Context: an optimization exercise on an open-source flow, tuned for small area, a short achievable clock period and few clock cycles. The choices shown serve that exercise and are no tape-out recipe.
Function was checked by simulation only, so behaviour that the tests miss may differ from the original.
Power is estimated from default activity; no workload was simulated.

lane 1:
==> flow/design.v (excerpt) <==
module compressorTop (
  input  logic       clock,
  input  logic       arstN,
  input  logic       inValid,
  input  logic [7:0] inByte,
  input  logic       inLast,
  output logic       inReady,
  output logic       tokenValid,
  output logic       tokenIsCopy,
  output logic [7:0] tokenLiteral,
  output logic [8-1:0] tokenOffset,
  output logic [3:0] tokenLength,
  input  logic       creditReturn,
  output logic       blockDone
);
  logic       inRdy;        
  logic [8:0] accCnt;       
  logic       accEnded;     
  logic       irV;          
  logic [7:0] irB;
  logic       irLast;
  logic [7:0] hist0 [64];   
  logic [7:0] hist1 [64];
  logic [7:0] hist2 [64];
  logic [7:0] hist3 [64];
  logic [7:0] ring  [16];   
  logic [8:0] wrPtr;        
  logic       ended;        
  logic [3:0] wBk;          
  logic [7:0] wHi, wLo;     
  logic [7:0]   tPos [256];
  logic [255:0] tVal;
  logic         clrV;       
  logic [8:0] aPos;         
  logic [7:0] idxA;         
  logic [7:0] idxQ [4];     
  logic       idxOK;        
  logic       nhA;          
  logic       aHold;        
  logic       rV;
  logic [8:0] rPos;
  logic [1:0] rM;           
  logic [8:0] rPm;          
  logic       rOK;          
  logic       hitR;
  logic [7:0] cR;
  logic [5:0] rRow;         
  logic [5:0] rRow1;        
  logic [7:0] idxRr;
  logic       nhR;
  logic       fin;          
  logic       bV;
  logic [8:0] p;            
  logic [8:0] pmB;          
  logic [1:0] m;
  logic       hitB;
  logic [7:0] cB;
  logic [5:0] bRow;
  logic [7:0] idxB;
  logic       nhB;
  logic [7:0] candB [4];    
  logic [7:0] curB  [4];    
  logic [3:0] rngB;         
  logic [7:0] litB;
  logic [7:0] offB;
  logic       lastLitB;     
  logic [3:0] lastCpB;      
  logic [7:0] hB [4];       
  logic [3:0] hvB;          
  logic [3:0] nhBj;         
  logic       oV, oCopy, oLast;
  logic [7:0] oLit, oOff;
  logic [3:0] oLen;
  logic [2:0] credits;
  logic       hcR;          
  logic       tvR, bdR;     
  logic       accept, lastAcc, lim0, lim1;
  logic [8:0] lag;
  assign accept  = inValid & inRdy;
  assign lastAcc = inLast | (~fin & (accCnt == 9'd255));
  logic [8:0] rBase;
  assign rBase   = !aHold ? p : (rV ? rPm : pmB);
  assign lag     = accCnt - rBase;
  assign lim0    = (lag <= 9'd15);
  assign lim1    = (lag <= 9'd14);
  logic [3:0] eqB, mkB, mkK;
  ...
Size: roughly 11,000 cells after synthesis, ~4,800 flip-flops, about 37 I/O pins.
Settings: LEC_CHECK=0, CAP_MARGIN=20, CORE_MARGIN=2, CORE_UTILIZATION=40, SLEW_MARGIN=20; clock period 12.0 ns.
standard.sh (not shown) runs the stock make flow with config.mk's settings and CLKGATE_MAP_FILE= SYNTH_SCRIPT=/design/flow/synth_recipe.tcl, a recipe that flattens the netlist after the stock synthesis.
==> flow/flow/run.sh <==
#!/bin/bash
# Standard synthesis and layout; only the setup repair margin differs from the
# standard flow, so repair_timing keeps improving paths below the 12 ns target.
set -euo pipefail
bash standard.sh synth > synth.log 2>&1
bash standard.sh SETUP_SLACK_MARGIN=8 finish > layout.log 2>&1
Testbench counts of lane 1, summed over its fixed seeds: cycles 23,904.
> inputs changed (lane 1 -> lane 2)
diff --git a/flow/design.v b/flow/design.v
--- a/flow/design.v
+++ b/flow/design.v
@@ -13,16 +13,17 @@
   input  logic       creditReturn,
   output logic       blockDone
 );
   logic       inRdy;        
   logic [8:0] accCnt;       
   logic       accEnded;     
   logic       irV;          
   logic [7:0] irB;
+  logic [7:0] irBn;         
   logic       irLast;
   logic [7:0] hist0 [64];   
   logic [7:0] hist1 [64];
   logic [7:0] hist2 [64];
   logic [7:0] hist3 [64];
   logic [7:0] ring  [16];   
   logic [8:0] wrPtr;        
   logic       ended;        
@@ -46,16 +47,17 @@
   logic [7:0] cR;
   logic [5:0] rRow;         
   logic [5:0] rRow1;        
   logic [7:0] idxRr;
   logic       nhR;
   logic       fin;          
   logic       bV;
   logic [8:0] p;            
+  logic [7:0] pN;           
   logic [8:0] pmB;          
   logic [1:0] m;
   logic       hitB;
   logic [7:0] cB;
   logic [5:0] bRow;
   logic [7:0] idxB;
   logic       nhB;
   logic [7:0] candB [4];    
@@ -139,18 +141,18 @@
       logic [1:0] kb;
       kb       = 2'(b) - cR[1:0];
       curRd[b] = rk[kb];
       rngRd[b] = rngK[kb];
     end
   end
   assign candRd[0] = hist0[rowb[0]];
   assign candRd[1] = hist1[rowb[1]];
-  assign candRd[2] = hist2[rowb[2]];
-  assign candRd[3] = hist3[rowb[3]];
+  assign candRd[2] = ~hist2[rowb[2]];
+  assign candRd[3] = ~hist3[rowb[3]];
   assign rMove = rV & rOK & ~fin & (~bV | litEmit);
   assign rFree = ~rV | rMove;
   logic [9:0] wrN;
   logic       endN, okC, okA, okH;
   assign wrN  = {1'b0, wrPtr} + {9'd0, irV};
   assign endN = ended | (irV & irLast);
   assign okC  = endN | (wrN >= {1'b0, pmB} + ((m == 2'd2) ? 10'd7 : 10'd8));
   assign okA  = endN | (wrN >= {1'b0, aPos} + 10'd4);
@@ -162,17 +164,17 @@
   logic [7:0] tRdQ [4];
   logic [3:0] tVlQ;
   logic [7:0] tRd;
   logic       tVl;
   always_comb begin
     for (int q = 0; q < 4; q++) begin
       logic [7:0] a;
       a       = {2'(q), 6'(idxQ[q] ^ K[q*8 +: 8])};
-      tRdQ[q] = tPos[a];
+      tRdQ[q] = (q >= 2) ? ~tPos[a] : tPos[a];
       tVlQ[q] = tVal[a];
     end
   end
   assign tRd = tRdQ[idxA[7:6]];
   assign tVl = tVlQ[idxA[7:6]];
   assign fwdR = rV & ~nhR & (idxRr == idxA);
   assign fwdB = bV & ~nhB & (idxB == idxA);
   always_comb begin
@@ -230,16 +232,17 @@
       aHold    <= 1'b0;
       rV       <= 1'b0;
       wBk      <= '0;
       wHi      <= 8'd1;
       wLo      <= 8'd1;
       rOK      <= 1'b0;
       bV       <= 1'b0;
       p        <= '0;
+      pN       <= 8'hff;
       oV       <= 1'b0;
       oCopy    <= 1'b0;
       oLit     <= '0;
       oOff     <= '0;
       oLen     <= '0;
       oLast    <= 1'b0;
       credits  <= 3'(4);
       hcR      <= 1'b1;
@@ -290,19 +293,23 @@
         oV <= 1'b1;
       end else if (tokenValid) begin
         oV <= 1'b0;
       end
       tvR <= oVN & hcN;
       bdR <= oVN & hcN & (emit ? last : oLast);
       if (fin) begin
         p  <= '0;
+        pN <= 8'hff;
         bV <= 1'b0;
       end else begin
-        if (emit) p <= pNext;
+        if (emit) begin
+          p  <= pNext;
+          pN <= ~pNext[7:0];
+        end
         if (rMove) begin
           bV <= 1'b1;
         end else if (emit || (go && cont)) begin
           bV <= 1'b0;
         end
       end
       if (fin || cpEmit) begin
         rV <= 1'b0;
@@ -337,16 +344,17 @@
       end else begin
         idxOK <= avl0 & ~aHold;
       end
     end
   end
   always_ff @(posedge clock) begin
     if (inRdy) begin
       irB    <= inByte;
+      irBn   <= ~inByte;
       irLast <= lastAcc;
     end
     if (irV) begin
       ring[wrPtr[3:0]] <= irB;
     end
     if (cpEmit) begin
       idxA <= hB[cnt[1:0]];
       nhA  <= nhBj[cnt[1:0]];
@@ -404,22 +412,22 @@
         nhBj[j]    <= ended & ({1'b0, wrPtr} <  {1'b0, pmR} + 10'(j + 3));
       end
     end
   end
   always_ff @(posedge clock) begin
     for (int r = 0; r < 64; r++) begin
       if (wBk[0] && wHi[r / 8] && wLo[r % 8]) hist0[r] <= irB;
       if (wBk[1] && wHi[r / 8] && wLo[r % 8]) hist1[r] <= irB;
-      if (wBk[2] && wHi[r / 8] && wLo[r % 8]) hist2[r] <= irB;
-      if (wBk[3] && wHi[r / 8] && wLo[r % 8]) hist3[r] <= irB;
+      if (wBk[2] && wHi[r / 8] && wLo[r % 8]) hist2[r] <= irBn;
+      if (wBk[3] && wHi[r / 8] && wLo[r % 8]) hist3[r] <= irBn;
     end
   end
   always_ff @(posedge clock) begin
-    if (bV && !nhB) tPos[idxB] <= p[7:0];
+    if (bV && !nhB) tPos[idxB] <= idxB[7] ? pN : p[7:0];
   end
   always_ff @(posedge clock) begin
     if (clrV) begin
       tVal <= '0;
     end else if (bV && !nhB) begin
       tVal[idxB] <= 1'b1;
     end
   end
## What came out
Lane 2 was carried through to the last stage, and its layout satisfied the timing, design-rule and antenna checks.
Higher number of stages on the worst hold path among lane 2 and lane 1: lane 2
Sequential share of power: lane 2 vs lane 1 down 0.4 points
Lane 2 against lane 1: count of clock-buffer cells in the layout went down by about 0.34%, global-route track usage on met3 decreased by 1.5 points relative to the old numbers.
Compared with lane 1, in lane 2 area growth from synthesis to layout increased 0.31 points, switching share of total power now smaller, ratio of final minimum period to clock period went up.
Per the comparison of lane 2 with lane 1, maximum clock rate decreased by about 2% relative to the old numbers; number of logic stages on the critical path including buffering increased by 9 relative to the old numbers.
Lane 2 has global-route usage above what lane 1 had.
Summary: with lane 1 as the reference, routed wire length in lane 2 moved up slightly.
Cmp lane 2 and lane 1 / post-synthesis cell area / lower: lane 1
Testbench counts of lane 2, summed over its fixed seeds: cycles 23,904.

static timing again, ports no longer ideal:
In the flow no input, the clock included, has a driving cell. The finished layouts below were timed again as built, in two steps.
Step 1 assumes that a clkbuf_16 drives the clock port and a buf_2 every other input.
Step 2, shift: input delay + t, output delay - t, t = (earliest + latest rising clock arrival at the registers) / 2. This alone moves slack from input paths to output paths.
Three values: ideal, step 1, step 2; two values: the first two.
| run | t (ns) | slack for setup (ns) | worst register clock-pin slew, ns |
|---|---|---|---|
| lane 1 | 1.175 | 7.844 / 7.726 / 7.415 | 0.07 / 0.07 |
| lane 2 | 1.154 | 7.764 / 7.659 / 7.427 | 0.09 / 0.09 |
After both steps setup and hold are still met in every run listed. For lane 1, which loses most, drivers alone change the setup slack by -0.118 ns; drivers and shift together by -0.429 ns.
